From an optimization exercise on the open Yosys and OpenROAD flow, aimed at small area, a short achievable clock period and few clock cycles; shortcuts taken in it are not production practice.
Function was checked by simulation only, so behaviour that the tests miss may differ from the original.
Power is estimated from default activity; no workload was simulated.

==> flow/design.v, too long to show whole: its modules and the start of the top module <==
// module fp4_sdf_stage: 103 lines
// module fp4_pair: 214 lines
// module fp4_tmul2: 368 lines
// module fp4_tmul3: 508 lines
// module fp4_tmul4: 530 lines
// module fft_top: 185 lines
module fft_top (
    input  logic       clk,
    input  logic       rst,
    input  logic [2:0] log2n,
    input  logic [7:0] data_in,
    input  logic       data_in_valid,
    output logic       fft_ready,
    output logic       done,
    output logic       error,
    output logic [7:0] data_out,
    output logic       data_out_valid
);
  // ...
==> flow/flow/run.sh <==
#!/bin/bash
# Standard layout, with the resizer asked for more setup slack than the default
# (same clock, same constraints): its repair_timing steps then also speed up
# the port buffers and the register-to-register paths.
set -euo pipefail
export SETUP_SLACK_MARGIN=${MARGIN:-11.3}
bash standard.sh > make_finish.log 2>&1
==> flow/standard.sh <==
#!/bin/bash
# synth_recipe.tcl (not shown) runs the flow's synth.tcl, then flattens the netlist and writes it again
# the make line also repeats each setting of config.mk as NAME=value (left out here)
make -C /OpenROAD-flow-scripts/flow DESIGN_CONFIG=/design/flow/config.mk WORK_HOME=/design/flow/orfs CLKGATE_MAP_FILE= SYNTH_SCRIPT=/design/flow/synth_recipe.tcl "${@:-finish}"
==> flow/config.mk <==
export PLATFORM = sky130hd
export DESIGN_NAME = fft_top
export DESIGN_NICKNAME = fft_top
export VERILOG_FILES = /design/flow/design.v
export SDC_FILE = /design/flow/constraint.sdc
export NUM_CORES = 4
export LEC_CHECK = 0
export ABC_AREA = 1
export CAP_MARGIN = 20
export CORE_MARGIN = 2
export CORE_UTILIZATION = 60
export CTS_CLUSTER_DIAMETER = 90
export CTS_CLUSTER_SIZE = 25
export SLEW_MARGIN = 20
==> flow/constraint.sdc <==
create_clock -name core_clock -period 15.0 [get_ports {clk}]
set_input_delay 3.0000 -clock core_clock [delete_from_list [all_inputs] [get_ports {clk}]]
set_output_delay 3.0000 -clock core_clock [all_outputs]
set_load 0.01 [all_outputs]
==> flow_metrics.env, run 1 <==
export IMPL_fillers=4528
export IMPL_p_leak_uw=0.0149
export IMPL_place_area_um2=34800
export IMPL_fin_util_pct=64.3
export IMPL_top_area_cell_class="sequential cells"
export IMPL_synth_edf_count=349
export IMPL_slowest_delay_ns=0.37
export IMPL_power_density_nw_per_um2=223
export IMPL_largest_reg_flops=256
export IMPL_clk_latency_ns=0.60
export IMPL_cp_arrival_ns=1.10
export IMPL_seqPwrFrac_pct=41.0
export IMPL_buffers=39
export IMPL_ff_latch_area_um2=19800
export IMPL_r2r_end="s0_x[1]"
export IMPL_synthAdderAreaFrac_pct=3.66
export IMPL_drc=0
export IMPL_fp_row_count=87
export IMPL_grt_overflow=0
export IMPL_endpoint="error"
export IMPL_taps=756
export IMPL_synth_xor_area_share_pct=1.24
export IMPL_cts_root_buffer="clkbuf_16"
export IMPL_status="timing/DRC/antenna clean"
export IMPL_ys_seq_elements=796
export IMPL_vias=25297
export IMPL_setup_worst_path_start_class="flop"
export IMPL_synth_mux_area_share_pct=0.240
export IMPL_hold_end="u_s2.dl[3][7]"
export IMPL_buffer_area_share_pct=0.906
export IMPL_drt_met1_wl_um=30700
export IMPL_path_buf_inv=1
export IMPL_synth_async_sr_flop_share_pct=9.42
export IMPL_worst_hold_path_num_cells=0
export IMPL_power_top_group="combinational cells"
export IMPL_synth_most_common_cell="nand2_1"
Testbench counts, summed over its fixed seeds: cycles 4,821.
==> run 2, diff against run 1 <==
==> flow/design.v (replaced) <==
module fp4_sdf_stage #(
    parameter int S = 0
) (
    input  logic       clk,
    input  logic       rst,
    input  logic [7:0] x,         
    input  logic       x_v,       
    input  logic       x_sof,     
    input  logic       nx_sof,    
    output logic [7:0] y,         
    output logic       y_v,
    output logic       y_sof,
    output logic       ny_v,      
    output logic       ny_sof
);
    localparam int D = 1 << S;
    localparam int P = (S >= 3) ? 1 : 0;
    localparam int L = D + P;    
    logic [S:0] p_q, p_n;
    logic       bf_q;
    assign p_n = nx_sof ? '0 : p_q + 1'b1;
    always_ff @(posedge clk) begin
        p_q  <= p_n;
        bf_q <= p_n[S];
    end
    logic [7:0] t;
    generate
        if (S == 0) begin : g_w1
            assign t = x;
        end else if (S == 1) begin : g_wj
            assign t = (bf_q && p_q[0]) ? {x[3:0], !x[7], x[6:4]} : x;
        end else begin : g_wn
            logic [S-1:0] k_q;
            always_ff @(posedge clk) k_q <= p_n[S] ? p_n[S-1:0] : '0;
            if (S == 2) begin : g_w4
                fp4_tmul2 u_t (.k(k_q), .x(x), .t(t));
            end else if (S == 3) begin : g_w8
                fp4_tmul3 u_t (.k(k_q), .x(x), .t(t));
            end else begin : g_w16
                fp4_tmul4 u_t (.k(k_q), .x(x), .t(t));
            end
        end
    endgenerate
    logic [7:0] b;
    logic       bf;
    generate
        if (P == 1) begin : g_p
            logic [7:0] t_q;
            logic       bf2_q;
            always_ff @(posedge clk) begin
                t_q   <= t;
                bf2_q <= bf_q;
            end
            assign b  = t_q;
            assign bf = bf2_q;
        end else begin : g_np
            assign b  = t;
            assign bf = bf_q;
        end
    endgenerate
    logic [7:0] dl [0:D-1];
    logic [L-1:0] tv, ts;
    logic [7:0] head, pr_re, pr_im, out_n, dl_in;
    assign head  = dl[D-1];
    fp4_pair u_re (.p(head[7:4]), .q(b[7:4]), .y(pr_re));
    fp4_pair u_im (.p(head[3:0]), .q(b[3:0]), .y(pr_im));
    assign out_n = bf ? {pr_re[7:4], pr_im[7:4]} : head;
    assign dl_in = bf ? {pr_re[3:0], pr_im[3:0]} : b;
    always_ff @(posedge clk) begin
        dl[0] <= dl_in;
        for (int i = 1; i < D; i++) dl[i] <= dl[i-1];
        ts[0] <= x_sof;
        for (int i = 1; i < L; i++) ts[i] <= ts[i-1];
    end
    always_ff @(posedge clk or negedge rst) begin
        if (!rst) begin
            tv <= '0;
        end else begin
            tv[0] <= x_v;
            for (int i = 1; i < L; i++) tv[i] <= tv[i-1];
        end
    end
    generate
        if (S == 0) begin : g_comb_out
            assign y      = out_n;
            assign y_v    = tv[L-1];
            assign y_sof  = ts[L-1];
            assign ny_v   = x_v;
            assign ny_sof = x_sof;
        end else begin : g_reg_out
            always_ff @(posedge clk) begin
                y     <= out_n;
                y_sof <= ts[L-1];
            end
            always_ff @(posedge clk or negedge rst) begin
                if (!rst) y_v <= 1'b0;
                else      y_v <= tv[L-1];
            end
            assign ny_v   = tv[L-1];
            assign ny_sof = ts[L-1];
        end
    endgenerate
endmodule
module fp4_pair(p, q, y);
  input [3:0] p;
  wire [3:0] p;
  input [3:0] q;
  wire [3:0] q;
  output [7:0] y;
  wire [7:0] y;
  wire _000_;
  wire _001_;
  wire _002_;
  wire _003_;
  wire _004_;
  wire _005_;
  wire _006_;
  wire _007_;
  wire _008_;
  wire _009_;
  wire _010_;
  wire _011_;
  wire _012_;
  wire _013_;
  wire _014_;
  wire _015_;
  wire _016_;
  wire _017_;
  wire _018_;
  wire _019_;
  wire _020_;
  wire _021_;
  wire _022_;
  wire _023_;
  wire _024_;
  wire _025_;
  wire _026_;
  wire _027_;
  wire _028_;
  wire _029_;
  wire _030_;
  wire _031_;
  wire _032_;
  wire _033_;
  wire _034_;
  wire _035_;
  wire _036_;
  wire _037_;
  wire _038_;
  wire _039_;
  wire _040_;
  wire _041_;
  wire _042_;
  wire _043_;
  wire _044_;
  wire _045_;
  wire _046_;
  wire _047_;
  wire _048_;
  wire _049_;
  wire _050_;
  wire _051_;
  wire _052_;
  wire _053_;
  wire _054_;
  wire _055_;
  wire _056_;
  wire _057_;
  wire _058_;
  wire _059_;
  wire _060_;
  wire _061_;
  wire _062_;
  wire _063_;
  wire _064_;
  wire _065_;
  wire _066_;
  wire _067_;
  wire _068_;
  wire _069_;
  wire _070_;
  wire _071_;
  wire _072_;
  wire _073_;
  wire _074_;
  wire _075_;
  wire _076_;
  wire _077_;
  wire _078_;
  wire _079_;
  wire _080_;
  wire _081_;
  wire _082_;
  wire _083_;
  wire _084_;
  wire _085_;
  wire _086_;
  wire _087_;
  wire _088_;
  wire _089_;
  wire _090_;
  wire _091_;
  wire _092_;
  wire _093_;
  assign _015_ = p[3] ^ q[3];
  assign _016_ = ~(p[0] | q[0]);
  assign _017_ = ~(p[1] | q[1]);
  assign _018_ = ~(p[1] & q[1]);
  assign _019_ = p[0] & q[0];
  assign _020_ = _018_ & ~(_019_);
  assign _021_ = _020_ | _017_;
  assign _022_ = q[1] & ~(p[0]);
  assign _023_ = ~(q[1] | q[0]);
  assign _024_ = _023_ & p[1];
  assign _025_ = _024_ | _022_;
  assign _026_ = _021_ & ~(_025_);
  assign _027_ = _026_ | _016_;
  assign _028_ = _022_ | q[0];
  assign _029_ = p[0] & ~(q[1]);
  assign _030_ = _029_ | p[1];
  assign _031_ = _028_ & ~(_030_);
  assign _032_ = _031_ | ~(p[2]);
  assign _033_ = q[0] & ~(p[1]);
  assign _034_ = _033_ | ~(_029_);
  assign _035_ = _024_ | ~(q[2]);
  assign _036_ = _034_ & ~(_035_);
  assign _037_ = _036_ | ~(_032_);
  assign _038_ = _027_ | ~(_037_);
  assign _039_ = ~(p[0] & q[0]);
  assign _040_ = ~(_039_ & _017_);
  assign _041_ = p[1] | ~(p[2]);
  assign _042_ = q[2] & ~(q[1]);
  assign _043_ = _041_ & ~(_042_);
  assign _044_ = _016_ & ~(_043_);
  assign _045_ = p[2] & q[2];
  assign _046_ = _019_ & ~(_018_);
  assign _047_ = ~(_046_ | _045_);
  assign _048_ = _047_ & ~(_044_);
  assign _049_ = _040_ & ~(_048_);
  assign _050_ = _038_ & ~(_049_);
  assign _051_ = q[2] | ~(p[0]);
  assign _052_ = q[0] & ~(p[2]);
  assign _053_ = _051_ & ~(_052_);
  assign _054_ = _018_ & ~(_053_);
  assign _055_ = p[2] | q[2];
  assign _056_ = _033_ | _023_;
  assign _057_ = _055_ & ~(_056_);
  assign _058_ = _019_ | _016_;
  assign _059_ = _058_ | _045_;
  assign _060_ = _059_ | _057_;
  assign _061_ = _054_ & ~(_060_);
  assign _062_ = _050_ & ~(_061_);
  assign _063_ = _015_ | ~(_062_);
  assign _064_ = _050_ | _018_;
  assign _065_ = _021_ | ~(_055_);
  assign _066_ = _064_ & ~(_065_);
  assign _067_ = _066_ | ~(_060_);
  assign _068_ = _015_ & ~(_067_);
  assign y[4] = _063_ & ~(_068_);
  assign _069_ = _054_ | _027_;
  assign _070_ = _069_ | _037_;
  assign _071_ = _027_ & ~(_053_);
  assign _072_ = _053_ & ~(_018_);
  assign _073_ = _040_ & ~(_045_);
  assign _074_ = _058_ & ~(_073_);
  assign _075_ = _074_ | _072_;
  assign _076_ = _075_ | _071_;
  assign _077_ = _070_ & ~(_076_);
  assign _078_ = _077_ | ~(_015_);
  assign _079_ = _055_ | _021_;
  assign _080_ = _044_ | ~(_040_);
  assign _081_ = _079_ & ~(_080_);
  assign _082_ = _081_ | _045_;
  assign _083_ = ~(_082_ | _015_);
  assign y[5] = _078_ & ~(_083_);
  assign _084_ = _067_ & ~(_015_);
  assign _085_ = _015_ & ~(_062_);
  assign y[0] = _085_ | _084_;
  assign _086_ = _077_ | _015_;
  assign _087_ = _015_ & ~(_082_);
  assign y[1] = _086_ & ~(_087_);
  assign _088_ = _021_ & ~(_055_);
  assign _089_ = _058_ & ~(_018_);
  assign _090_ = ~(_089_ | _026_);
  assign _091_ = _045_ & ~(_090_);
  assign _092_ = _037_ & ~(_091_);
  assign _093_ = _092_ | ~(_015_);
  assign y[6] = _093_ & ~(_088_);
  assign _000_ = y[6] | y[5];
  assign _001_ = _000_ | y[4];
  assign _002_ = p[2] | ~(q[2]);
  assign _003_ = q[2] | ~(p[2]);
  assign _004_ = _030_ & ~(_022_);
  assign _005_ = _003_ & ~(_004_);
  assign _006_ = _002_ & ~(_005_);
  assign _007_ = ~(_006_ | q[3]);
  assign _008_ = _006_ & ~(p[3]);
  assign _009_ = _008_ | _007_;
  assign y[7] = _001_ & ~(_009_);
  assign _010_ = _015_ & ~(_088_);
  assign y[2] = _010_ | _092_;
  assign _011_ = y[2] | y[1];
  assign _012_ = _011_ | y[0];
  assign _013_ = q[3] & ~(_006_);
  assign _014_ = _013_ | _008_;
  assign y[3] = _012_ & ~(_014_);
endmodule
module fp4_tmul2(k, x, t);
  input [1:0] k;
  wire [1:0] k;
  input [7:0] x;
  wire [7:0] x;
  output [7:0] t;
  wire [7:0] t;
  wire _000_;
  wire _001_;
  wire _002_;
  wire _003_;
  wire _004_;
  wire _005_;
  wire _006_;
  wire _007_;
  wire _008_;
  wire _009_;
  wire _010_;
  wire _011_;
  wire _012_;
  wire _013_;
  wire _014_;
  wire _015_;
  wire _016_;
  wire _017_;
  wire _018_;
  wire _019_;
  wire _020_;
  wire _021_;
  wire _022_;
  wire _023_;
  wire _024_;
  wire _025_;
  wire _026_;
  wire _027_;
  wire _028_;
  wire _029_;
  wire _030_;
  wire _031_;
  wire _032_;
  wire _033_;
  wire _034_;
  wire _035_;
  wire _036_;
  wire _037_;
  wire _038_;
  wire _039_;
  wire _040_;
  wire _041_;
  wire _042_;
  wire _043_;
  wire _044_;
  wire _045_;
  wire _046_;
  wire _047_;
  wire _048_;
  wire _049_;
  wire _050_;
  wire _051_;
  wire _052_;
  wire _053_;
  wire _054_;
  wire _055_;
  wire _056_;
  wire _057_;
  wire _058_;
  wire _059_;
  wire _060_;
  wire _061_;
  wire _062_;
  wire _063_;
  wire _064_;
  wire _065_;
  wire _066_;
  wire _067_;
  wire _068_;
  wire _069_;
  wire _070_;
  wire _071_;
  wire _072_;
  wire _073_;
  wire _074_;
  wire _075_;
  wire _076_;
  wire _077_;
  wire _078_;
  wire _079_;
  wire _080_;
  wire _081_;
  wire _082_;
  wire _083_;
  wire _084_;
  wire _085_;
  wire _086_;
  wire _087_;
  wire _088_;
  wire _089_;
  wire _090_;
  wire _091_;
  wire _092_;
  wire _093_;
  wire _094_;
  wire _095_;
  wire _096_;
  wire _097_;
  wire _098_;
  wire _099_;
  wire _100_;
  wire _101_;
  wire _102_;
  wire _103_;
  wire _104_;
  wire _105_;
  wire _106_;
  wire _107_;
  wire _108_;
  wire _109_;
  wire _110_;
  wire _111_;
  wire _112_;
  wire _113_;
  wire _114_;
  wire _115_;
  wire _116_;
  wire _117_;
  wire _118_;
  wire _119_;
  wire _120_;
  wire _121_;
  wire _122_;
  wire _123_;
  wire _124_;
  wire _125_;
  wire _126_;
  wire _127_;
  wire _128_;
  wire _129_;
  wire _130_;
  wire _131_;
  wire _132_;
  wire _133_;
  wire _134_;
  wire _135_;
  wire _136_;
  wire _137_;
  wire _138_;
  wire _139_;
  wire _140_;
  wire _141_;
  wire _142_;
  wire _143_;
  wire _144_;
  wire _145_;
  wire _146_;
  wire _147_;
  wire _148_;
  assign _069_ = ~k[0];
  assign _070_ = x[3] ^ x[7];
  assign _071_ = _070_ | _069_;
  assign _072_ = x[2] & x[6];
  assign _073_ = ~(x[1] | x[5]);
  assign _074_ = ~(x[1] & x[5]);
  assign _075_ = _074_ & ~(_073_);
  assign _076_ = ~(x[4] | x[0]);
  assign _077_ = ~_076_;
  assign _078_ = _075_ & ~(_077_);
  assign _079_ = ~(x[2] | x[6]);
  assign _080_ = ~(x[4] & x[0]);
  assign _081_ = _080_ | _079_;
  assign _082_ = _075_ & ~(_081_);
  assign _083_ = ~(_082_ | _078_);
  assign _084_ = _072_ & ~(_083_);
  assign _085_ = _079_ | _073_;
  assign _086_ = _079_ | _072_;
  assign _087_ = x[0] & x[1];
  assign _088_ = x[4] & x[5];
  assign _089_ = ~(_088_ | _087_);
  assign _090_ = _074_ & ~(_089_);
  assign _091_ = _086_ & ~(_090_);
  assign _092_ = _085_ & ~(_091_);
  assign _093_ = x[1] & x[5];
  assign _094_ = x[4] & ~(x[0]);
  assign _095_ = _094_ | _093_;
  assign _096_ = x[2] | ~(x[6]);
  assign _097_ = _096_ | _088_;
  assign _098_ = _095_ & ~(_097_);
  assign _099_ = x[0] & ~(x[4]);
  assign _100_ = _099_ | _093_;
  assign _101_ = x[6] | ~(x[2]);
  assign _102_ = _101_ | _087_;
  assign _103_ = _100_ & ~(_102_);
  assign _104_ = _103_ | _098_;
  assign _105_ = _104_ | _092_;
  assign _106_ = _105_ | _084_;
  assign _107_ = _096_ | x[5];
  assign _108_ = ~(_101_ | x[1]);
  assign _109_ = _107_ & ~(_108_);
  assign _110_ = _091_ | ~(_109_);
  assign _111_ = _110_ | _106_;
  assign _112_ = _076_ & ~(_109_);
  assign _113_ = _112_ | _085_;
  assign _114_ = _093_ & ~(_080_);
  assign _115_ = _114_ | _072_;
  assign _116_ = _113_ & ~(_115_);
  assign _117_ = _111_ & ~(_116_);
  assign _118_ = _076_ & ~(_074_);
  assign _119_ = _073_ | ~(_080_);
  assign _120_ = _119_ | _118_;
  assign _121_ = _120_ | _090_;
  assign _122_ = _121_ | _074_;
  assign _123_ = _117_ & ~(_122_);
  assign _124_ = _123_ | _106_;
  assign _125_ = _071_ | ~(_124_);
  assign _126_ = _070_ & ~(_069_);
  assign _127_ = _117_ | _074_;
  assign _128_ = _078_ | ~(_072_);
  assign _129_ = ~(_128_ | _073_);
  assign _130_ = _112_ | _092_;
  assign _131_ = _130_ | _129_;
  assign _132_ = _127_ & ~(_131_);
  assign _133_ = _126_ & ~(_132_);
  assign _134_ = x[1] & ~(k[0]);
  assign _135_ = _134_ | _133_;
  assign _136_ = _125_ & ~(_135_);
  assign _137_ = k[1] & ~(_136_);
  assign _138_ = ~k[1];
  assign _139_ = _132_ | _071_;
  assign _140_ = _126_ & _124_;
  assign _141_ = x[5] & ~(k[0]);
  assign _142_ = _141_ | _140_;
  assign _143_ = _139_ & ~(_142_);
  assign _144_ = _138_ & ~(_143_);
  assign t[5] = _144_ | _137_;
  assign _145_ = ~_070_;
  assign _146_ = _116_ & ~(_121_);
  assign _147_ = x[0] & ~(x[5]);
  assign _148_ = _147_ & ~(_101_);
  assign _000_ = x[4] & ~(x[1]);
  assign _001_ = _000_ & ~(_096_);
  assign _002_ = _001_ | _069_;
  assign _003_ = _002_ | _148_;
  assign _004_ = _003_ | _146_;
  assign _005_ = ~(_080_ | _075_);
  assign _006_ = ~(_005_ | _128_);
  assign _007_ = _123_ | _072_;
  assign _008_ = _007_ & ~(_006_);
  assign _009_ = _008_ | _004_;
  assign _010_ = _009_ | _145_;
  assign _011_ = ~(_089_ & _077_);
  assign _012_ = _006_ & ~(_011_);
  assign _013_ = _118_ & ~(_086_);
  assign _014_ = _013_ | _082_;
  assign _015_ = _014_ | _012_;
  assign _016_ = _015_ | _004_;
  assign _017_ = _145_ & ~(_016_);
  assign _018_ = ~(k[0] | x[0]);
  assign _019_ = _018_ | _017_;
  assign _020_ = _010_ & ~(_019_);
  assign _021_ = _020_ | _138_;
  assign _022_ = _009_ | ~(_145_);
  assign _023_ = ~(k[0] | x[4]);
  assign _024_ = _070_ & ~(_016_);
  assign _025_ = _024_ | _023_;
  assign _026_ = _022_ & ~(_025_);
  assign _027_ = _138_ & ~(_026_);
  assign t[4] = _021_ & ~(_027_);
  assign _028_ = x[4] | ~(x[1]);
  assign _029_ = ~(_028_ & x[5]);
  assign _030_ = _000_ | ~(_096_);
  assign _031_ = _029_ & ~(_030_);
  assign _032_ = _101_ & ~(_031_);
  assign _033_ = _032_ & ~(_069_);
  assign _034_ = x[3] & ~(_033_);
  assign _035_ = _033_ & ~(x[7]);
  assign _036_ = _035_ | _034_;
  assign _037_ = _070_ & ~(_116_);
  assign _038_ = _037_ | ~(_111_);
  assign _039_ = _038_ | _016_;
  assign _040_ = _136_ & ~(_039_);
  assign _041_ = _036_ & ~(_040_);
  assign _042_ = _041_ | k[1];
  assign _043_ = k[0] & ~(_032_);
  assign _044_ = x[7] & ~(_043_);
  assign _045_ = _043_ & x[3];
  assign _046_ = ~(_045_ | _044_);
  assign _047_ = _145_ & ~(_116_);
  assign _048_ = _047_ | ~(_111_);
  assign _049_ = _048_ | _016_;
  assign _050_ = _143_ & ~(_049_);
  assign _051_ = ~(_050_ | _046_);
  assign _052_ = _051_ & ~(_138_);
  assign t[3] = _042_ & ~(_052_);
  assign _053_ = ~(_048_ & k[0]);
  assign _054_ = x[6] & ~(k[0]);
  assign _055_ = _053_ & ~(_054_);
  assign _056_ = k[1] & ~(_055_);
  assign _057_ = ~(_038_ & k[0]);
  assign _058_ = x[2] & ~(k[0]);
  assign _059_ = _057_ & ~(_058_);
  assign _060_ = _138_ & ~(_059_);
  assign t[2] = _060_ | _056_;
  assign _061_ = _138_ & ~(_136_);
  assign _062_ = k[1] & ~(_143_);
  assign t[1] = _062_ | _061_;
  assign _063_ = _020_ | k[1];
  assign _064_ = k[1] & ~(_026_);
  assign t[0] = _063_ & ~(_064_);
  assign _065_ = _041_ | _138_;
  assign _066_ = _138_ & ~(_051_);
  assign t[7] = _065_ & ~(_066_);
  assign _067_ = k[1] & ~(_059_);
  assign _068_ = _138_ & ~(_055_);
  assign t[6] = _068_ | _067_;
endmodule
module fp4_tmul3(k, x, t);
  input [2:0] k;
  wire [2:0] k;
  input [7:0] x;
  wire [7:0] x;
  output [7:0] t;
  wire [7:0] t;
  wire _000_;
  wire _001_;
  wire _002_;
  wire _003_;
  wire _004_;
  wire _005_;
  wire _006_;
  wire _007_;
  wire _008_;
  wire _009_;
  wire _010_;
  wire _011_;
  wire _012_;
  wire _013_;
  wire _014_;
  wire _015_;
  wire _016_;
  wire _017_;
  wire _018_;
  wire _019_;
  wire _020_;
  wire _021_;
  wire _022_;
  wire _023_;
  wire _024_;
  wire _025_;
  wire _026_;
  wire _027_;
  wire _028_;
  wire _029_;
  wire _030_;
  wire _031_;
  wire _032_;
  wire _033_;
  wire _034_;
  wire _035_;
  wire _036_;
  wire _037_;
  wire _038_;
  wire _039_;
  wire _040_;
  wire _041_;
  wire _042_;
  wire _043_;
  wire _044_;
  wire _045_;
  wire _046_;
  wire _047_;
  wire _048_;
  wire _049_;
  wire _050_;
  wire _051_;
  wire _052_;
  wire _053_;
  wire _054_;
  wire _055_;
  wire _056_;
  wire _057_;
  wire _058_;
  wire _059_;
  wire _060_;
  wire _061_;
  wire _062_;
  wire _063_;
  wire _064_;
  wire _065_;
  wire _066_;
  wire _067_;
  wire _068_;
  wire _069_;
  wire _070_;
  wire _071_;
  wire _072_;
  wire _073_;
  wire _074_;
  wire _075_;
  wire _076_;
  wire _077_;
  wire _078_;
  wire _079_;
  wire _080_;
  wire _081_;
  wire _082_;
  wire _083_;
  wire _084_;
  wire _085_;
  wire _086_;
  wire _087_;
  wire _088_;
  wire _089_;
  wire _090_;
  wire _091_;
  wire _092_;
  wire _093_;
  wire _094_;
  wire _095_;
  wire _096_;
  wire _097_;
  wire _098_;
  wire _099_;
  wire _100_;
  wire _101_;
  wire _102_;
  wire _103_;
  wire _104_;
  wire _105_;
  wire _106_;
  wire _107_;
  wire _108_;
  wire _109_;
  wire _110_;
  wire _111_;
  wire _112_;
  wire _113_;
  wire _114_;
  wire _115_;
  wire _116_;
  wire _117_;
  wire _118_;
  wire _119_;
  wire _120_;
  wire _121_;
  wire _122_;
  wire _123_;
  wire _124_;
  wire _125_;
  wire _126_;
  wire _127_;
  wire _128_;
  wire _129_;
  wire _130_;
  wire _131_;
  wire _132_;
  wire _133_;
  wire _134_;
  wire _135_;
  wire _136_;
  wire _137_;
  wire _138_;
  wire _139_;
  wire _140_;
  wire _141_;
  wire _142_;
  wire _143_;
  wire _144_;
  wire _145_;
  wire _146_;
  wire _147_;
  wire _148_;
  wire _149_;
  wire _150_;
  wire _151_;
  wire _152_;
  wire _153_;
  wire _154_;
  wire _155_;
  wire _156_;
  wire _157_;
  wire _158_;
  wire _159_;
  wire _160_;
  wire _161_;
  wire _162_;
  wire _163_;
  wire _164_;
  wire _165_;
  wire _166_;
  wire _167_;
  wire _168_;
  wire _169_;
  wire _170_;
  wire _171_;
  wire _172_;
  wire _173_;
  wire _174_;
  wire _175_;
  wire _176_;
  wire _177_;
  wire _178_;
  wire _179_;
  wire _180_;
  wire _181_;
  wire _182_;
  wire _183_;
  wire _184_;
  wire _185_;
  wire _186_;
  wire _187_;
  wire _188_;
  wire _189_;
  wire _190_;
  wire _191_;
  wire _192_;
  wire _193_;
  wire _194_;
  wire _195_;
  wire _196_;
  wire _197_;
  wire _198_;
  wire _199_;
  wire _200_;
  wire _201_;
  wire _202_;
  wire _203_;
  wire _204_;
  wire _205_;
  wire _206_;
  wire _207_;
  wire _208_;
  wire _209_;
  wire _210_;
  wire _211_;
  wire _212_;
  wire _213_;
  wire _214_;
  wire _215_;
  wire _216_;
  wire _217_;
  wire _218_;
  wire _219_;
  wire _220_;
  wire _221_;
  wire _222_;
  wire _223_;
  wire _224_;
  wire _225_;
  wire _226_;
  wire _227_;
  wire _228_;
  assign _099_ = k[0] | ~(k[1]);
  assign _109_ = ~(k[2] ^ k[1]);
  assign _119_ = ~(_109_ & _099_);
  assign _129_ = ~(k[1] | k[0]);
  assign _138_ = _119_ & ~(_129_);
  assign _148_ = x[5] | ~(x[6]);
  assign _155_ = _138_ & ~(_148_);
  assign _156_ = x[6] | ~(x[5]);
  assign _157_ = x[4] & ~(_129_);
  assign _158_ = _157_ & ~(_156_);
  assign _159_ = x[5] & ~(_119_);
  assign _160_ = _159_ | _158_;
  assign _161_ = _160_ | _155_;
  assign _162_ = k[1] | k[0];
  assign _163_ = ~(_162_ & x[6]);
  assign _164_ = x[5] & ~(_163_);
  assign _165_ = x[6] & ~(_119_);
  assign _166_ = _165_ | _164_;
  assign _167_ = ~(_166_ | _161_);
  assign _168_ = _099_ & ~(_109_);
  assign _169_ = _162_ & ~(_168_);
  assign _170_ = x[1] | ~(x[2]);
  assign _171_ = _169_ & ~(_170_);
  assign _172_ = _109_ | ~(_099_);
  assign _173_ = x[1] & ~(_172_);
  assign _174_ = x[2] | ~(x[1]);
  assign _175_ = ~x[0];
  assign _176_ = _129_ | _175_;
  assign _177_ = ~(_176_ | _174_);
  assign _178_ = _177_ | _173_;
  assign _179_ = _178_ | _171_;
  assign _180_ = x[2] & ~(_129_);
  assign _181_ = _180_ & x[1];
  assign _182_ = ~(_168_ & x[2]);
  assign _183_ = _182_ & ~(_181_);
  assign _184_ = _183_ & ~(_179_);
  assign _185_ = _184_ | _167_;
  assign _186_ = _172_ & ~(_180_);
  assign _187_ = _186_ | _175_;
  assign _188_ = _174_ | x[0];
  assign _189_ = _169_ & ~(_188_);
  assign _190_ = _187_ & ~(_189_);
  assign _191_ = _163_ & _119_;
  assign _192_ = x[4] & ~(_191_);
  assign _193_ = _156_ | x[4];
  assign _194_ = _138_ & ~(_193_);
  assign _195_ = _194_ | _192_;
  assign _196_ = _195_ & ~(_190_);
  assign _197_ = ~(_166_ & _161_);
  assign _198_ = _179_ & ~(_183_);
  assign _199_ = _197_ & ~(_198_);
  assign _200_ = _196_ & ~(_199_);
  assign _201_ = _185_ & ~(_200_);
  assign _202_ = ~(x[3] ^ k[2]);
  assign _203_ = _202_ ^ x[7];
  assign _204_ = _179_ & _161_;
  assign _205_ = _196_ & ~(_204_);
  assign _206_ = ~(_205_ | _203_);
  assign _207_ = ~(_206_ | _201_);
  assign _208_ = _183_ | ~(_166_);
  assign _209_ = ~_208_;
  assign _210_ = ~(_209_ | _196_);
  assign _211_ = _190_ & ~(_195_);
  assign _212_ = _183_ & ~(_166_);
  assign _213_ = _204_ & ~(_212_);
  assign _214_ = _213_ | _211_;
  assign _215_ = _189_ | ~(_187_);
  assign _216_ = _161_ & ~(_215_);
  assign _217_ = _179_ & ~(_195_);
  assign _218_ = _217_ & _216_;
  assign _219_ = _214_ & ~(_218_);
  assign _220_ = _219_ | ~(_210_);
  assign _221_ = _220_ & _207_;
  assign _222_ = ~_211_;
  assign _223_ = _166_ & ~(_195_);
  assign _224_ = _215_ & ~(_223_);
  assign _225_ = _183_ & ~(_215_);
  assign _226_ = _225_ | _224_;
  assign _227_ = _222_ & ~(_226_);
  assign _228_ = ~(_179_ | _161_);
  assign _000_ = _196_ & ~(_228_);
  assign _001_ = _217_ | _216_;
  assign _002_ = ~(_001_ | _000_);
  assign _003_ = _002_ | _209_;
  assign _004_ = _003_ & ~(_227_);
  assign _005_ = ~(_004_ | _203_);
  assign _006_ = ~_212_;
  assign _007_ = ~(_000_ | _204_);
  assign _008_ = _007_ & ~(_006_);
  assign _009_ = ~(_008_ | _005_);
  assign _010_ = _009_ | ~(_199_);
  assign _011_ = _208_ | _203_;
  assign _012_ = _002_ & ~(_011_);
  assign _013_ = _012_ | ~(_010_);
  assign _014_ = _215_ & ~(_161_);
  assign _015_ = _228_ | _216_;
  assign _016_ = _015_ | _014_;
  assign _017_ = _016_ | _013_;
  assign _018_ = _220_ | _207_;
  assign _019_ = _017_ & ~(_018_);
  assign _020_ = _019_ | _221_;
  assign _021_ = _226_ | ~(_228_);
  assign _022_ = _138_ & ~(_170_);
  assign _023_ = x[1] & ~(_119_);
  assign _024_ = _023_ | _022_;
  assign _025_ = ~(_024_ | _177_);
  assign _026_ = _169_ & ~(_148_);
  assign _027_ = x[5] & ~(_172_);
  assign _028_ = _027_ | _158_;
  assign _029_ = _028_ | _026_;
  assign _030_ = _025_ | ~(_029_);
  assign _031_ = x[6] & ~(_172_);
  assign _032_ = _031_ | _164_;
  assign _033_ = x[2] & ~(_119_);
  assign _034_ = _033_ | _181_;
  assign _035_ = _034_ | _032_;
  assign _036_ = _035_ | _030_;
  assign _037_ = ~_032_;
  assign _038_ = _119_ & ~(_180_);
  assign _039_ = x[0] & ~(_038_);
  assign _040_ = _138_ & ~(_188_);
  assign _041_ = _040_ | _039_;
  assign _042_ = _163_ & ~(_168_);
  assign _043_ = _042_ | ~(x[4]);
  assign _044_ = _169_ & ~(_193_);
  assign _045_ = _044_ | ~(_043_);
  assign _046_ = _045_ & _041_;
  assign _047_ = _025_ & ~(_029_);
  assign _048_ = _046_ | ~(_047_);
  assign _049_ = _037_ & ~(_048_);
  assign _050_ = _049_ | _203_;
  assign _051_ = ~(_037_ & _025_);
  assign _052_ = _041_ & ~(_029_);
  assign _053_ = _045_ & ~(_052_);
  assign _054_ = _029_ & ~(_041_);
  assign _055_ = _054_ | _053_;
  assign _056_ = _055_ | _051_;
  assign _057_ = ~(_034_ | _029_);
  assign _058_ = _057_ & _053_;
  assign _059_ = _058_ | ~(_203_);
  assign _060_ = _056_ & ~(_059_);
  assign _061_ = _045_ | _041_;
  assign _062_ = _061_ & ~(_046_);
  assign _063_ = _208_ & ~(_047_);
  assign _064_ = ~(_063_ | _062_);
  assign _065_ = _064_ & _030_;
  assign _066_ = _032_ & ~(_041_);
  assign _067_ = _034_ & ~(_045_);
  assign _068_ = _067_ | _066_;
  assign _069_ = _062_ & ~(_068_);
  assign _070_ = _037_ | _025_;
  assign _071_ = _034_ & _029_;
  assign _072_ = _071_ | _046_;
  assign _073_ = _070_ & ~(_072_);
  assign _074_ = _069_ & ~(_073_);
  assign _075_ = ~(_061_ | _030_);
  assign _076_ = _075_ | _074_;
  assign _077_ = _076_ | _065_;
  assign _078_ = _060_ & ~(_077_);
  assign _079_ = _050_ & ~(_078_);
  assign _080_ = _036_ & ~(_079_);
  assign _081_ = _080_ & _000_;
  assign _082_ = _021_ & ~(_081_);
  assign _083_ = _082_ | ~(_203_);
  assign _084_ = ~(_211_ | _196_);
  assign _085_ = _007_ | _006_;
  assign _086_ = _228_ & _210_;
  assign _087_ = _086_ | ~(_203_);
  assign _088_ = _085_ & ~(_087_);
  assign _089_ = _227_ | _212_;
  assign _090_ = _209_ | _201_;
  assign _091_ = _089_ & ~(_090_);
  assign _092_ = _005_ & ~(_091_);
  assign _093_ = _092_ | _088_;
  assign _094_ = ~(_093_ | _084_);
  assign _095_ = ~(_094_ & _013_);
  assign _096_ = ~(_095_ & _083_);
  assign t[4] = _020_ & ~(_096_);
  assign _097_ = ~(_211_ & _208_);
  assign _098_ = _020_ & ~(_097_);
  assign t[5] = _093_ & ~(_098_);
  assign _100_ = _047_ | ~(_046_);
  assign _101_ = _100_ | _032_;
  assign _102_ = ~(_101_ & _048_);
  assign _103_ = _060_ | _034_;
  assign _104_ = _102_ & ~(_103_);
  assign _105_ = _051_ & ~(_057_);
  assign _106_ = _105_ | ~(_061_);
  assign _107_ = _073_ | _203_;
  assign _108_ = _107_ | _075_;
  assign _110_ = _106_ & ~(_108_);
  assign _111_ = _110_ & ~(_105_);
  assign _112_ = _111_ | _104_;
  assign t[1] = _080_ & ~(_112_);
  assign _113_ = _035_ | ~(_030_);
  assign _114_ = _100_ & ~(_113_);
  assign _115_ = ~(_114_ | _060_);
  assign _116_ = _034_ & ~(_066_);
  assign _117_ = _116_ & _024_;
  assign _118_ = _029_ & ~(_116_);
  assign _120_ = _118_ | _117_;
  assign _121_ = _120_ | _064_;
  assign _122_ = _047_ & _034_;
  assign _123_ = _122_ | ~(_035_);
  assign _124_ = _121_ & ~(_123_);
  assign t[2] = _124_ | _115_;
  assign _125_ = _069_ & ~(t[2]);
  assign _126_ = _100_ | ~(_030_);
  assign _127_ = _126_ & ~(_075_);
  assign _128_ = _088_ & ~(_127_);
  assign _130_ = ~(_068_ & _061_);
  assign _131_ = _201_ & ~(_130_);
  assign _132_ = _131_ | _110_;
  assign _133_ = _132_ | _128_;
  assign t[0] = _133_ | _125_;
  assign t[6] = ~_013_;
  assign _134_ = _183_ & _166_;
  assign _135_ = _216_ | ~(_179_);
  assign _136_ = _135_ & ~(_014_);
  assign _137_ = _136_ | _134_;
  assign _139_ = ~(_183_ | _166_);
  assign _140_ = _139_ | _203_;
  assign _141_ = _140_ | ~(_137_);
  assign _142_ = _141_ ^ x[3];
  assign t[7] = _095_ & ~(_142_);
  assign _143_ = t[2] | _080_;
  assign _144_ = _143_ | t[0];
  assign _145_ = _034_ | ~(_032_);
  assign _146_ = _032_ | ~(_034_);
  assign _147_ = _052_ | ~(_025_);
  assign _149_ = _147_ & ~(_054_);
  assign _150_ = _146_ & ~(_149_);
  assign _151_ = _145_ & ~(_150_);
  assign _152_ = _151_ | x[7];
  assign _153_ = _151_ & ~(_202_);
  assign _154_ = _152_ & ~(_153_);
  assign t[3] = _144_ & ~(_154_);
endmodule
module fp4_tmul4(k, x, t);
  input [3:0] k;
  wire [3:0] k;
  input [7:0] x;
  wire [7:0] x;
  output [7:0] t;
  wire [7:0] t;
  wire _000_;
  wire _001_;
  wire _002_;
  wire _003_;
  wire _004_;
  wire _005_;
  wire _006_;
  wire _007_;
  wire _008_;
  wire _009_;
  wire _010_;
  wire _011_;
  wire _012_;
  wire _013_;
  wire _014_;
  wire _015_;
  wire _016_;
  wire _017_;
  wire _018_;
  wire _019_;
  wire _020_;
  wire _021_;
  wire _022_;
  wire _023_;
  wire _024_;
  wire _025_;
  wire _026_;
  wire _027_;
  wire _028_;
  wire _029_;
  wire _030_;
  wire _031_;
  wire _032_;
  wire _033_;
  wire _034_;
  wire _035_;
  wire _036_;
  wire _037_;
  wire _038_;
  wire _039_;
  wire _040_;
  wire _041_;
  wire _042_;
  wire _043_;
  wire _044_;
  wire _045_;
  wire _046_;
  wire _047_;
  wire _048_;
  wire _049_;
  wire _050_;
  wire _051_;
  wire _052_;
  wire _053_;
  wire _054_;
  wire _055_;
  wire _056_;
  wire _057_;
  wire _058_;
  wire _059_;
  wire _060_;
  wire _061_;
  wire _062_;
  wire _063_;
  wire _064_;
  wire _065_;
  wire _066_;
  wire _067_;
  wire _068_;
  wire _069_;
  wire _070_;
  wire _071_;
  wire _072_;
  wire _073_;
  wire _074_;
  wire _075_;
  wire _076_;
  wire _077_;
  wire _078_;
  wire _079_;
  wire _080_;
  wire _081_;
  wire _082_;
  wire _083_;
  wire _084_;
  wire _085_;
  wire _086_;
  wire _087_;
  wire _088_;
  wire _089_;
  wire _090_;
  wire _091_;
  wire _092_;
  wire _093_;
  wire _094_;
  wire _095_;
  wire _096_;
  wire _097_;
  wire _098_;
  wire _099_;
  wire _100_;
  wire _101_;
  wire _102_;
  wire _103_;
  wire _104_;
  wire _105_;
  wire _106_;
  wire _107_;
  wire _108_;
  wire _109_;
  wire _110_;
  wire _111_;
  wire _112_;
  wire _113_;
  wire _114_;
  wire _115_;
  wire _116_;
  wire _117_;
  wire _118_;
  wire _119_;
  wire _120_;
  wire _121_;
  wire _122_;
  wire _123_;
  wire _124_;
  wire _125_;
  wire _126_;
  wire _127_;
  wire _128_;
  wire _129_;
  wire _130_;
  wire _131_;
  wire _132_;
  wire _133_;
  wire _134_;
  wire _135_;
  wire _136_;
  wire _137_;
  wire _138_;
  wire _139_;
  wire _140_;
  wire _141_;
  wire _142_;
  wire _143_;
  wire _144_;
  wire _145_;
  wire _146_;
  wire _147_;
  wire _148_;
  wire _149_;
  wire _150_;
  wire _151_;
  wire _152_;
  wire _153_;
  wire _154_;
  wire _155_;
  wire _156_;
  wire _157_;
  wire _158_;
  wire _159_;
  wire _160_;
  wire _161_;
  wire _162_;
  wire _163_;
  wire _164_;
  wire _165_;
  wire _166_;
  wire _167_;
  wire _168_;
  wire _169_;
  wire _170_;
  wire _171_;
  wire _172_;
  wire _173_;
  wire _174_;
  wire _175_;
  wire _176_;
  wire _177_;
  wire _178_;
  wire _179_;
  wire _180_;
  wire _181_;
  wire _182_;
  wire _183_;
  wire _184_;
  wire _185_;
  wire _186_;
  wire _187_;
  wire _188_;
  wire _189_;
  wire _190_;
  wire _191_;
  wire _192_;
  wire _193_;
  wire _194_;
  wire _195_;
  wire _196_;
  wire _197_;
  wire _198_;
  wire _199_;
  wire _200_;
  wire _201_;
  wire _202_;
  wire _203_;
  wire _204_;
  wire _205_;
  wire _206_;
  wire _207_;
  wire _208_;
  wire _209_;
  wire _210_;
  wire _211_;
  wire _212_;
  wire _213_;
  wire _214_;
  wire _215_;
  wire _216_;
  wire _217_;
  wire _218_;
  wire _219_;
  wire _220_;
  wire _221_;
  wire _222_;
  wire _223_;
  wire _224_;
  wire _225_;
  wire _226_;
  wire _227_;
  wire _228_;
  wire _229_;
  wire _230_;
  wire _231_;
  wire _232_;
  wire _233_;
  wire _234_;
  wire _235_;
  assign _109_ = ~x[2];
  assign _118_ = k[1] | ~(k[2]);
  assign _127_ = ~(_118_ | k[0]);
  assign _138_ = ~(k[2] ^ k[3]);
  assign _148_ = _127_ | ~(_138_);
  assign _158_ = ~x[1];
  assign _163_ = k[2] & k[0];
  assign _164_ = k[1] & ~(_163_);
  assign _165_ = _118_ & ~(_164_);
  assign _166_ = _165_ | _158_;
  assign _167_ = _166_ & _148_;
  assign _168_ = _167_ | _109_;
  assign _169_ = _138_ | _127_;
  assign _170_ = ~x[5];
  assign _171_ = x[6] & ~(_165_);
  assign _172_ = ~(_171_ & _170_);
  assign _173_ = _172_ | ~(_169_);
  assign _174_ = ~x[4];
  assign _175_ = _165_ | _170_;
  assign _176_ = ~(_175_ | x[6]);
  assign _177_ = _176_ & ~(_174_);
  assign _178_ = x[5] & ~(_169_);
  assign _179_ = _178_ | _177_;
  assign _180_ = _179_ | ~(_173_);
  assign _181_ = ~(_180_ ^ _168_);
  assign _182_ = _175_ & _169_;
  assign _183_ = x[6] & ~(_182_);
  assign _184_ = _168_ & ~(_183_);
  assign _185_ = x[2] & ~(_165_);
  assign _186_ = _148_ & ~(_185_);
  assign _187_ = x[0] & ~(_186_);
  assign _188_ = _109_ & ~(_166_);
  assign _189_ = x[1] & ~(_148_);
  assign _190_ = _188_ & x[0];
  assign _191_ = ~(_185_ & _158_);
  assign _192_ = _148_ & ~(_191_);
  assign _193_ = _192_ | _190_;
  assign _194_ = _193_ | _189_;
  assign _195_ = _188_ & ~(_194_);
  assign _196_ = _195_ | _187_;
  assign _197_ = _169_ & ~(_171_);
  assign _198_ = x[4] & ~(_197_);
  assign _199_ = _176_ & ~(_180_);
  assign _200_ = ~(_199_ | _198_);
  assign _201_ = _200_ & _196_;
  assign _202_ = _200_ | _196_;
  assign _203_ = _202_ & ~(_201_);
  assign _204_ = _194_ & _180_;
  assign _205_ = _200_ & ~(_196_);
  assign _206_ = _204_ & ~(_205_);
  assign _207_ = _203_ & ~(_206_);
  assign _208_ = _207_ | _184_;
  assign _209_ = _194_ | _180_;
  assign _210_ = _169_ & _166_;
  assign _211_ = _210_ | _109_;
  assign _212_ = _175_ & _148_;
  assign _213_ = x[6] & ~(_212_);
  assign _214_ = _213_ & ~(_211_);
  assign _215_ = _214_ | _204_;
  assign _216_ = _209_ & ~(_215_);
  assign _217_ = _208_ & ~(_216_);
  assign _218_ = _217_ | _181_;
  assign _219_ = _202_ | _183_;
  assign _220_ = _219_ | _218_;
  assign _221_ = ~(_202_ | _194_);
  assign _222_ = _194_ | _183_;
  assign _223_ = _201_ & ~(_222_);
  assign _224_ = _223_ | _221_;
  assign _225_ = _220_ & ~(_224_);
  assign _226_ = _225_ | ~(_168_);
  assign _227_ = x[7] ^ k[3];
  assign _228_ = _227_ ^ x[3];
  assign _229_ = _184_ | ~(_205_);
  assign _230_ = ~(_229_ | _218_);
  assign _231_ = _228_ & ~(_230_);
  assign _232_ = _196_ & ~(_200_);
  assign _233_ = ~(_232_ | _204_);
  assign _234_ = _233_ | ~(_209_);
  assign _235_ = _169_ & ~(_191_);
  assign _000_ = x[1] & ~(_169_);
  assign _001_ = _000_ | _190_;
  assign _002_ = _001_ | _235_;
  assign _003_ = _148_ & ~(_172_);
  assign _004_ = x[5] & ~(_148_);
  assign _005_ = _004_ | _177_;
  assign _006_ = _005_ | _003_;
  assign _007_ = ~(_006_ | _002_);
  assign _008_ = ~_007_;
  assign _009_ = _148_ & ~(_171_);
  assign _010_ = _009_ | _174_;
  assign _011_ = _176_ & ~(_006_);
  assign _012_ = _011_ | ~(_010_);
  assign _013_ = _169_ & ~(_185_);
  assign _014_ = x[0] & ~(_013_);
  assign _015_ = _188_ & ~(_001_);
  assign _016_ = _015_ | _014_;
  assign _017_ = ~(_016_ & _012_);
  assign _018_ = _214_ | ~(_017_);
  assign _019_ = ~(_018_ | _008_);
  assign _020_ = _211_ & ~(_213_);
  assign _021_ = _010_ & ~(_011_);
  assign _022_ = _021_ & ~(_016_);
  assign _023_ = _002_ | _213_;
  assign _024_ = _211_ & ~(_006_);
  assign _025_ = _023_ & ~(_024_);
  assign _026_ = _022_ & ~(_025_);
  assign _027_ = _026_ | _020_;
  assign _028_ = _027_ | _019_;
  assign _029_ = _012_ | _002_;
  assign _030_ = ~(_016_ | _006_);
  assign _031_ = _029_ & ~(_030_);
  assign _032_ = _031_ | _214_;
  assign _033_ = ~(_032_ | _028_);
  assign _034_ = _033_ & ~(_234_);
  assign _035_ = _184_ & ~(_203_);
  assign _036_ = _206_ & ~(_035_);
  assign _037_ = ~_180_;
  assign _038_ = ~(_201_ & _037_);
  assign _039_ = ~(_038_ | _183_);
  assign _040_ = _183_ & ~(_168_);
  assign _041_ = _040_ | _039_;
  assign _042_ = _041_ | _036_;
  assign _043_ = ~(_042_ | _034_);
  assign _044_ = ~(_043_ & _231_);
  assign _045_ = _044_ | ~(_226_);
  assign _046_ = ~(_019_ | _228_);
  assign _047_ = _012_ & ~(_016_);
  assign _048_ = _047_ | _213_;
  assign _049_ = _211_ & ~(_016_);
  assign _050_ = _211_ & ~(_021_);
  assign _051_ = _050_ | _049_;
  assign _052_ = _048_ & ~(_051_);
  assign _053_ = ~(_031_ | _022_);
  assign _054_ = _008_ & ~(_053_);
  assign _055_ = ~(_054_ | _052_);
  assign _056_ = _214_ & _203_;
  assign _057_ = _006_ & _002_;
  assign _058_ = _057_ | _052_;
  assign _059_ = _016_ | ~(_006_);
  assign _060_ = _059_ | _213_;
  assign _061_ = ~(_012_ & _213_);
  assign _062_ = ~(_002_ & _211_);
  assign _063_ = _061_ & ~(_062_);
  assign _064_ = _060_ & ~(_063_);
  assign _065_ = _058_ & ~(_064_);
  assign _066_ = _065_ | _056_;
  assign _067_ = ~(_066_ | _055_);
  assign _068_ = _067_ | _046_;
  assign _069_ = _017_ | _007_;
  assign _070_ = ~_020_;
  assign _071_ = _057_ | _070_;
  assign _072_ = _069_ & ~(_071_);
  assign _073_ = _072_ | _228_;
  assign _074_ = _028_ & ~(_073_);
  assign _075_ = _074_ | ~(_068_);
  assign _076_ = _234_ | _206_;
  assign _077_ = _076_ | _075_;
  assign _078_ = _221_ | ~(_038_);
  assign _079_ = _078_ & ~(_040_);
  assign _080_ = ~(_232_ | _209_);
  assign _081_ = _228_ & ~(_080_);
  assign _082_ = _081_ | _035_;
  assign _083_ = _082_ | _079_;
  assign _084_ = _077_ & ~(_083_);
  assign t[0] = _045_ & ~(_084_);
  assign _085_ = ~_073_;
  assign _086_ = _070_ & ~(_069_);
  assign _087_ = _018_ & ~(_086_);
  assign _088_ = _087_ | _022_;
  assign _089_ = _055_ | _025_;
  assign _090_ = _214_ & ~(_054_);
  assign _091_ = _090_ | _020_;
  assign _092_ = _089_ & ~(_091_);
  assign _093_ = _092_ | ~(_088_);
  assign _094_ = ~(_050_ | _228_);
  assign _095_ = _057_ & ~(_094_);
  assign _096_ = _232_ & _213_;
  assign _097_ = _096_ | _008_;
  assign _098_ = _057_ | ~(_094_);
  assign _099_ = _097_ & ~(_098_);
  assign _100_ = ~(_099_ | _095_);
  assign _101_ = _100_ | _088_;
  assign _102_ = _092_ & ~(_101_);
  assign _103_ = _093_ & ~(_102_);
  assign _104_ = _103_ | _085_;
  assign _105_ = _088_ | _073_;
  assign _106_ = ~(_105_ | _092_);
  assign _107_ = _100_ & _088_;
  assign _108_ = _107_ | _033_;
  assign _110_ = _108_ | _106_;
  assign t[4] = _104_ & ~(_110_);
  assign t[5] = ~_075_;
  assign _111_ = _184_ & ~(_234_);
  assign _112_ = _080_ & ~(_040_);
  assign _113_ = _112_ | _111_;
  assign _114_ = _231_ & ~(_113_);
  assign _115_ = _168_ & ~(_180_);
  assign _116_ = _115_ & ~(_202_);
  assign _117_ = _228_ | _223_;
  assign _119_ = _117_ | _116_;
  assign _120_ = _119_ | _217_;
  assign _121_ = ~(_193_ & x[6]);
  assign _122_ = _201_ & ~(_121_);
  assign _123_ = _122_ | _120_;
  assign _124_ = _220_ & ~(_123_);
  assign t[1] = _124_ | _114_;
  assign t[6] = _092_ | _085_;
  assign _125_ = _218_ | ~(_202_);
  assign _126_ = ~(_202_ & _189_);
  assign _128_ = _180_ | _168_;
  assign _129_ = _126_ & ~(_128_);
  assign _130_ = _125_ & ~(_129_);
  assign _131_ = ~(_130_ | _228_);
  assign _132_ = _183_ & ~(_131_);
  assign _133_ = _120_ | _189_;
  assign _134_ = ~(_183_ | _168_);
  assign _135_ = _234_ | ~(_228_);
  assign _136_ = _135_ & ~(_134_);
  assign _137_ = _133_ & ~(_136_);
  assign t[2] = _137_ | _132_;
  assign _139_ = _093_ | _068_;
  assign _140_ = _213_ | _211_;
  assign _141_ = ~(_213_ & _211_);
  assign _142_ = _006_ | ~(_016_);
  assign _143_ = _059_ & _002_;
  assign _144_ = _142_ & ~(_143_);
  assign _145_ = _141_ & ~(_144_);
  assign _146_ = _140_ & ~(_145_);
  assign _147_ = ~(_146_ | x[3]);
  assign _149_ = _146_ & ~(_227_);
  assign _150_ = _149_ | _147_;
  assign t[7] = _139_ & ~(_150_);
  assign _151_ = ~(_200_ | _194_);
  assign _152_ = _037_ & ~(_151_);
  assign _153_ = _194_ & ~(_198_);
  assign _154_ = _153_ | _134_;
  assign _155_ = _154_ | _152_;
  assign _156_ = _183_ & _168_;
  assign _157_ = _156_ | _228_;
  assign _159_ = _157_ | ~(_155_);
  assign _160_ = _159_ ^ x[7];
  assign _161_ = ~(t[2] | t[1]);
  assign _162_ = _161_ & ~(t[0]);
  assign t[3] = _160_ & ~(_162_);
endmodule
module fft_top (
    input  logic       clk,
    input  logic       rst,
    input  logic [2:0] log2n,
    input  logic [7:0] data_in,
    input  logic       data_in_valid,
    output logic       fft_ready,
    output logic       done,
    output logic       error,
    output logic [7:0] data_out,
    output logic       data_out_valid
);
    function automatic logic [4:0] perm(input logic [14:0] sel, input logic [4:0] i);
        for (int k = 0; k < 5; k++) perm[k] = i[sel[3*k +: 3]];
    endfunction
    function automatic logic [14:0] rev_after(input logic [14:0] sel, input logic [2:0] l);
        logic [2:0] j;
        for (int k = 0; k < 5; k++) begin
            j = sel[3*k +: 3];
            rev_after[3*k +: 3] = (j < l) ? 3'(l - 3'd1 - j) : j;
        end
    endfunction
    localparam logic [14:0] SEL_ID = {3'd4, 3'd3, 3'd2, 3'd1, 3'd0};
    function automatic logic [2:0] perm3(input logic [5:0] sel, input logic [2:0] i);
        for (int k = 0; k < 3; k++) perm3[k] = i[sel[2*k +: 2]];
    endfunction
    function automatic logic [5:0] rev_after3(input logic [5:0] sel, input logic [1:0] l);
        logic [1:0] j;
        for (int k = 0; k < 3; k++) begin
            j = sel[2*k +: 2];
            rev_after3[2*k +: 2] = (j < l) ? 2'(l - 2'd1 - j) : j;
        end
    endfunction
    localparam logic [5:0] SEL3_ID = {2'd2, 2'd1, 2'd0};
    logic       rdy;          
    logic       rdy_n;
    logic       ld;           
    logic       lb;           
    logic       pnd_m, pnd_s; 
    logic       s_old;        
    logic [4:0] cnt;          
    logic [2:0] fl;           
    logic       at_last;      
    logic       log2n_ok, first_acc, take_more, last_take;
    logic       rfree, rsoon, start_m, start_s, side_av, to_side;
    logic       ractive, rb;
    logic [4:0] rcnt, rnm1;
    assign log2n_ok  = (log2n != 3'd0) && (log2n <= 3'd5);
    assign first_acc = data_in_valid && rdy && log2n_ok;
    assign take_more = data_in_valid && ld;
    assign at_last   = (cnt == 5'((6'd1 << fl) - 6'd2));
    assign last_take = take_more && at_last;
    assign rfree   = !ractive || (rcnt == rnm1);
    assign rsoon   = rfree || (rcnt == rnm1 - 5'd1);
    assign start_m = rfree && pnd_m && !(pnd_s && s_old);
    assign start_s = rfree && pnd_s && !(pnd_m && !s_old);
    assign side_av = !pnd_s && !(ld && lb);
    assign to_side = !log2n[2] && side_av;
    logic w_av, l_av, pm_keep, ps_keep;
    assign w_av    = !pnd_m || start_m;                           
    assign l_av    = at_last && (lb ? w_av : (rsoon && !pnd_s));   
    assign pm_keep = pnd_m && !start_m;
    assign ps_keep = pnd_s && !start_s;
    assign rdy_n   = data_in_valid ? (rdy ? !log2n_ok : (ld ? l_av : w_av))
                                   : (rdy || (!ld && w_av));
    always_ff @(posedge clk) fft_ready <= rdy_n;
    logic       in_v, in_first;
    logic [7:0] in_d;
    logic [2:0] in_l;
    always_ff @(posedge clk or negedge rst) begin
        if (!rst) begin
            rdy       <= 1'b1;
            ld        <= 1'b0;
            lb        <= 1'b0;
            pnd_m     <= 1'b0;
            pnd_s     <= 1'b0;
            s_old     <= 1'b0;
            error     <= 1'b0;
            in_v      <= 1'b0;
            in_first  <= 1'b0;
        end else begin
            rdy      <= rdy_n;
            ld       <= data_in_valid ? (rdy ? log2n_ok : (ld && !at_last)) : ld;
            lb       <= (data_in_valid && rdy) ? (log2n_ok ? to_side : lb) : lb;
            pnd_m    <= (data_in_valid && ld && at_last && !lb) || pm_keep;
            pnd_s    <= (data_in_valid && ld && at_last && lb) || ps_keep;
            s_old    <= (data_in_valid && ld && at_last) ? (!lb && ps_keep) : s_old;
            error    <= data_in_valid && rdy && !log2n_ok;
            in_v     <= data_in_valid && (rdy ? log2n_ok : ld);
            in_first <= data_in_valid && rdy && log2n_ok;
        end
    end
    always_ff @(posedge clk) begin
        if (rdy) begin
            fl  <= log2n;    
            cnt <= 5'd0;
        end else if (data_in_valid) begin
            cnt <= cnt + 5'd1;
        end
        in_d <= data_in;
        in_l <= log2n;
    end
    logic [7:0]  mem [0:31];
    logic [7:0]  smem [0:7];
    logic [14:0] wsel, rsel;
    logic [5:0]  wsel_s, rsel_s;
    logic [2:0]  wl;
    logic [1:0]  wl_s;
    logic [4:0]  waddr, raddr;
    logic [2:0]  waddr_s, raddr_s;
    assign waddr   = perm(wsel, cnt);
    assign waddr_s = perm3(wsel_s, cnt[2:0]);
    always_ff @(posedge clk) begin
        if (in_v && !lb) mem[waddr] <= in_d;
        if (in_v && lb)  smem[waddr_s] <= in_d;
    end
    always_ff @(posedge clk or negedge rst) begin
        if (!rst) begin
            wsel   <= SEL_ID;
            wl     <= 3'd0;
            wsel_s <= SEL3_ID;
            wl_s   <= 2'd0;
        end else if (in_v && in_first) begin
            if (lb) begin
                wsel_s <= rev_after3(wsel_s, wl_s);
                wl_s   <= in_l[1:0];
            end else begin
                wsel <= rev_after(wsel, wl);
                wl   <= in_l;
            end
        end
    end
    always_ff @(posedge clk or negedge rst) begin
        if (!rst) ractive <= 1'b0;
        else if (start_m || start_s) ractive <= 1'b1;
        else if (ractive && rcnt == rnm1) ractive <= 1'b0;
    end
    always_ff @(posedge clk) begin
        if (start_m) begin
            rb   <= 1'b0;
            rcnt <= 5'd0;
            rsel <= rev_after(wsel, wl);
            rnm1 <= 5'((6'd1 << wl) - 6'd1);
        end else if (start_s) begin
            rb     <= 1'b1;
            rcnt   <= 5'd0;
            rsel_s <= rev_after3(wsel_s, wl_s);
            rnm1   <= 5'((4'd1 << wl_s) - 4'd1);
        end else if (ractive) begin
            rcnt <= rcnt + 5'd1;
        end
    end
    assign raddr   = perm(rsel, rcnt);
    assign raddr_s = perm3(rsel_s, rcnt[2:0]);
    logic       r_nx_sof, s0_v, s0_sof;
    logic [7:0] s0_x;
    assign r_nx_sof = !ractive || (rcnt == 5'd0);    
    always_ff @(posedge clk) begin
        s0_x   <= rb ? smem[raddr_s] : mem[raddr];
        s0_sof <= r_nx_sof;
    end
    always_ff @(posedge clk or negedge rst) begin
        if (!rst) s0_v <= 1'b0;
        else      s0_v <= ractive;
    end
    logic [7:0] x1, x2, x3, x4, x5;
    logic       v1, v2, v3, v4, v5, f1, f2, f3, f4, f5;
    logic       nv1, nv2, nv3, nv4, nv5, nf1, nf2, nf3, nf4, nf5;
    fp4_sdf_stage #(.S(0)) u_s0 (.clk(clk), .rst(rst), .x(s0_x), .x_v(s0_v), .x_sof(s0_sof), .nx_sof(r_nx_sof),
                                 .y(x1), .y_v(v1), .y_sof(f1), .ny_v(nv1), .ny_sof(nf1));
    fp4_sdf_stage #(.S(1)) u_s1 (.clk(clk), .rst(rst), .x(x1), .x_v(v1), .x_sof(f1), .nx_sof(nf1),
                                 .y(x2), .y_v(v2), .y_sof(f2), .ny_v(nv2), .ny_sof(nf2));
    fp4_sdf_stage #(.S(2)) u_s2 (.clk(clk), .rst(rst), .x(x2), .x_v(v2), .x_sof(f2), .nx_sof(nf2),
                                 .y(x3), .y_v(v3), .y_sof(f3), .ny_v(nv3), .ny_sof(nf3));
    fp4_sdf_stage #(.S(3)) u_s3 (.clk(clk), .rst(rst), .x(x3), .x_v(v3), .x_sof(f3), .nx_sof(nf3),
                                 .y(x4), .y_v(v4), .y_sof(f4), .ny_v(nv4), .ny_sof(nf4));
    fp4_sdf_stage #(.S(4)) u_s4 (.clk(clk), .rst(rst), .x(x4), .x_v(v4), .x_sof(f4), .nx_sof(nf4),
                                 .y(x5), .y_v(v5), .y_sof(f5), .ny_v(nv5), .ny_sof(nf5));
    assign data_out       = x5;
    assign data_out_valid = v5;
    always_ff @(posedge clk or negedge rst) begin
        if (!rst) done <= 1'b0;
        else      done <= start_m || start_s;    
    end
endmodule
==> flow_metrics.env, run 2 <==
export IMPL_status="timing/DRC/antenna clean"
export IMPL_clk_latency_ns=0.62
export IMPL_io_buffers=25
export IMPL_htreeDepth=2
export IMPL_yosys_warnings=11
export IMPL_ys_seq_elements=796
export IMPL_top_register="mem"
export IMPL_vias=24392
export IMPL_drtAntennaViolNets=0
export IMPL_core_um2=55100
export IMPL_synth_area_um2=33400
export IMPL_grt_max_degree=125
export IMPL_drc=0
export IMPL_num_antenna_cells=0
export IMPL_netlist_top_cells_count="648 x nand2_1, 437 x nor2_1, 378 x o21ai_0, 372 x dfxtp_1, 360 x inv_1"
export IMPL_synth_most_common_cell="nand2_1"
export IMPL_hold_ws_ns=0.319
export IMPL_p_leak_uw=0.0144
export IMPL_path_buf_inv=1
export IMPL_syn_num_nets=3631
export IMPL_die_w_um=240
export IMPL_die_h_um=240
export IMPL_synth_area_leaders="edfxtp_1 31%, dfxtp_1 22%, nand2_1 7.3%"
export IMPL_crit_chain="buf_2"
export IMPL_cp_arrival_ns=1.11
export IMPL_worst_pin_slew_ns=1.05
export IMPL_clkTransAtPathRegs_ns=0.10
export IMPL_worst_hold_path_num_cells=0
export IMPL_slew_headroom_pct=29.5
export IMPL_hpwl_um=49200
export IMPL_fmax_mhz=243
export IMPL_antenna_found_initial=0
export IMPL_fp_row_count=86
export IMPL_grt_pass1_wl_um=117000
export IMPL_rsz0062_at_grt="true"
export IMPL_syn_avg_cell_area_um2=9.45
export IMPL_grt_use_total_pct=25.2
export IMPL_period_share_pct=27.4
export IMPL_cts_path_max_buffers=3
export IMPL_cpMaxStageDelayCell="dfrtp_1"
export IMPL_wirelength_um=72500
export IMPL_synth_top_area_share_pct=31.4
export IMPL_clock_skew_ns=0.0427
export IMPL_ys_types=63
export IMPL_tns_ns=0
export IMPL_cts_root_buffer="clkbuf_16"
export IMPL_setup_worst_path_start_class="flop"
export IMPL_synth_ff_type="dfxtp_1"
export IMPL_power_density_nw_per_um2=224
export IMPL_r2r_cells=21
export IMPL_die_area_um2=57600
export IMPL_drive_gt1_share_pct=5.96
export IMPL_slowest_delay_ns=0.37
export IMPL_hp_class="flop to flop"
export IMPL_first_global_vias=23593
export IMPL_ff_latch_area_um2=19800
export IMPL_end_kind="output port"
export IMPL_cts_buffers=39
export IMPL_cts_tree="yes"
export IMPL_multi_input_area_um2=11900
export IMPL_fillers=4476
export IMPL_syn2layout_area_growth_pct=6.60
export IMPL_cp_top_family="flip-flops"
export IMPL_netlist_instances=3535
export IMPL_critPathKind="flop to output port"
export IMPL_setup_viol=0
export IMPL_finalHoldViolCount=0
export IMPL_synth_edf_count=349
export IMPL_ys_seq_area_share_pct=59.3
export IMPL_vias_per_cell=5.67
export IMPL_pin_count=26
export IMPL_cts_sinks=796
export IMPL_drv_cap=0
export IMPL_mostFrequentLayoutCells="646 x nand2_1, 434 x nor2_1, 375 x o21ai_0"
export IMPL_cp_num_cells=1
export IMPL_grt_overflow=0
export IMPL_initial_utilization_pct=60.6
export IMPL_path_max_fanout=1
export IMPL_peakVddDrop_mv=0.144
export IMPL_drt_iter0_markers=1976
export IMPL_slew_violations=0
export IMPL_drt_first_pass_iters=6
export IMPL_synth_async_sr_flop_share_pct=9.42
export IMPL_final_nets=3628
export IMPL_wire_per_inst_um=16.9
export IMPL_largestRegisters="mem: 256 flops, u_s4.dl: 128 flops"
export IMPL_mostFrequentLayoutCell="nand2_1"
export IMPL_largest_reg_flops=256
export IMPL_finalCriticalPeriod_ns=4.11
export IMPL_required_ns=12.00
export IMPL_place_congestion=0.885
export IMPL_yosysTopAreaCell="edfxtp_1"
run 2: cell types whose count changed after synthesis, sizes merged, moves of 14 or more:
cell and delta:
a31oi +16, nor2 +21, nand2 -71, o211ai +18
o22ai +16, a21oi -21, ha -14, nand4 -15
nand3 -58
run 2: area by class of cell:
type	instances	area share (%)
timing repair buffer	44	0.977
clock inverter	7	0.323
multi-input combinational	2262	33.3
sequential	796	55.7
clock buffer	58	3.00
tap	748	2.63
inverter	389	4.12
run 2: cells by family after synthesis:
kind of cell               count (synthesis)  share of synthesized area, %
AOI/OAI and AO/OA                        813                          14.4
xor gates and xnor gates                  51                          1.43
adders and majority gates                 82                          3.18
buffers and inverters                    477                          5.40
DFF                                      796                          59.3
muxes                                      1                        0.0337
and+or+nand+nor                         1315                          16.2
run 2: power by group:
group	leakage [uW]	internal, uW	switching (uW)	total (uW)
Clock	0.000561	514	681	1190
Sequential	0.00722	2920	383	3300
Combinational	0.00661	1150	2350	3500
run 2: per-layer routing:
metal	track usage, %	part of all wire [%]
met5	0	0
met1	31.6	42
met3	2.51	4.5
met4	10.3	3.7
met2	44.7	50
run 2: stage by stage:
| step | instances | instance area [um^2] | power, uW | setup WS [ns] | utilization, % |
|---|---|---|---|---|---|
| 2_1_floorplan | 3535 | 33400 | 5850 | 11.39 | - |
| 3_3_place_gp | 4235 | 34400 | 6690 | 10.74 | 62.4 |
| 3_5_place_dp | 4235 | 34400 | 6790 | 10.70 | 62.4 |
| 4_1_cts | 4300 | 35500 | 7980 | 10.86 | 64.5 |
| 5_1_grt | 4304 | 35600 | 8650 | 10.85 | 64.7 |
| 6_report | 4304 | 35600 | 7990 | 10.89 | 64.7 |
run 2: final timing paths:
path | startpoint | end | slack [ns]
setup reg to reg | u_s4.genblk1.g_wn.k_q[2] | u_s4.g_p.t_q[3] | 11.66
max in group asynchronous | rst | u_s4.tv[5] | 11.86
hold / removal | u_s2.dl[0][3] | u_s2.dl[1][3] | 0.32
setup / recovery | done | done | 10.89
min in group asynchronous | rst | error | 2.54
hold reg to reg | u_s2.dl[0][3] | u_s2.dl[1][3] | 0.32
run 2: repair_timing:
action,4_1_cts,5_1_grt
hold buffers,0,0
resized for setup,49,27
setup endpoints to repair,12,43
pin swaps,0,2
setup buffers,0,4
run 2: worst reg2reg max path: cells and delay by family (launching register included):
| kind | cells | cell delay (ns) |
|---|---|---|
| AOI/OAI and AO/OA | 4 | 0.72 |
| DFF | 1 | 0.38 |
| buffers and inverters | 4 | 0.37 |
| adders and majority gates | 1 | 0.23 |
| and+or+nand+nor | 12 | 1.52 |
Testbench counts of run 2, summed over its fixed seeds: cycles 4,821.

afterwards: timing with drivers on the ports:
In the flow no input, the clock included, has a driving cell. The finished layouts below were timed again as built, in two steps.
Step 1: set_driving_cell puts a clkbuf_16 on clk and a buf_2 on each other input, an assumption about the parent block.
Step 2 times the ports against the registers' clock, not the clock port: input delays grow and output delays shrink by t, the midpoint of the rising clock arrivals with the driver on.
a / b / c = ideal ports / drivers / drivers and shift; a / b = the first two.
| run | t, ns | setup WS [ns] | worst setup path at the end | clock arrival spread, ns |
|---|---|---|---|---|
| run 1 | 0.645 | 10.905 / 10.842 / 10.758 | input to register | 0.035 / 0.034 |
| run 2 | 0.655 | 10.891 / 10.833 / 10.744 | input to register | 0.046 / 0.045 |
After both steps every run listed still meets setup and hold.
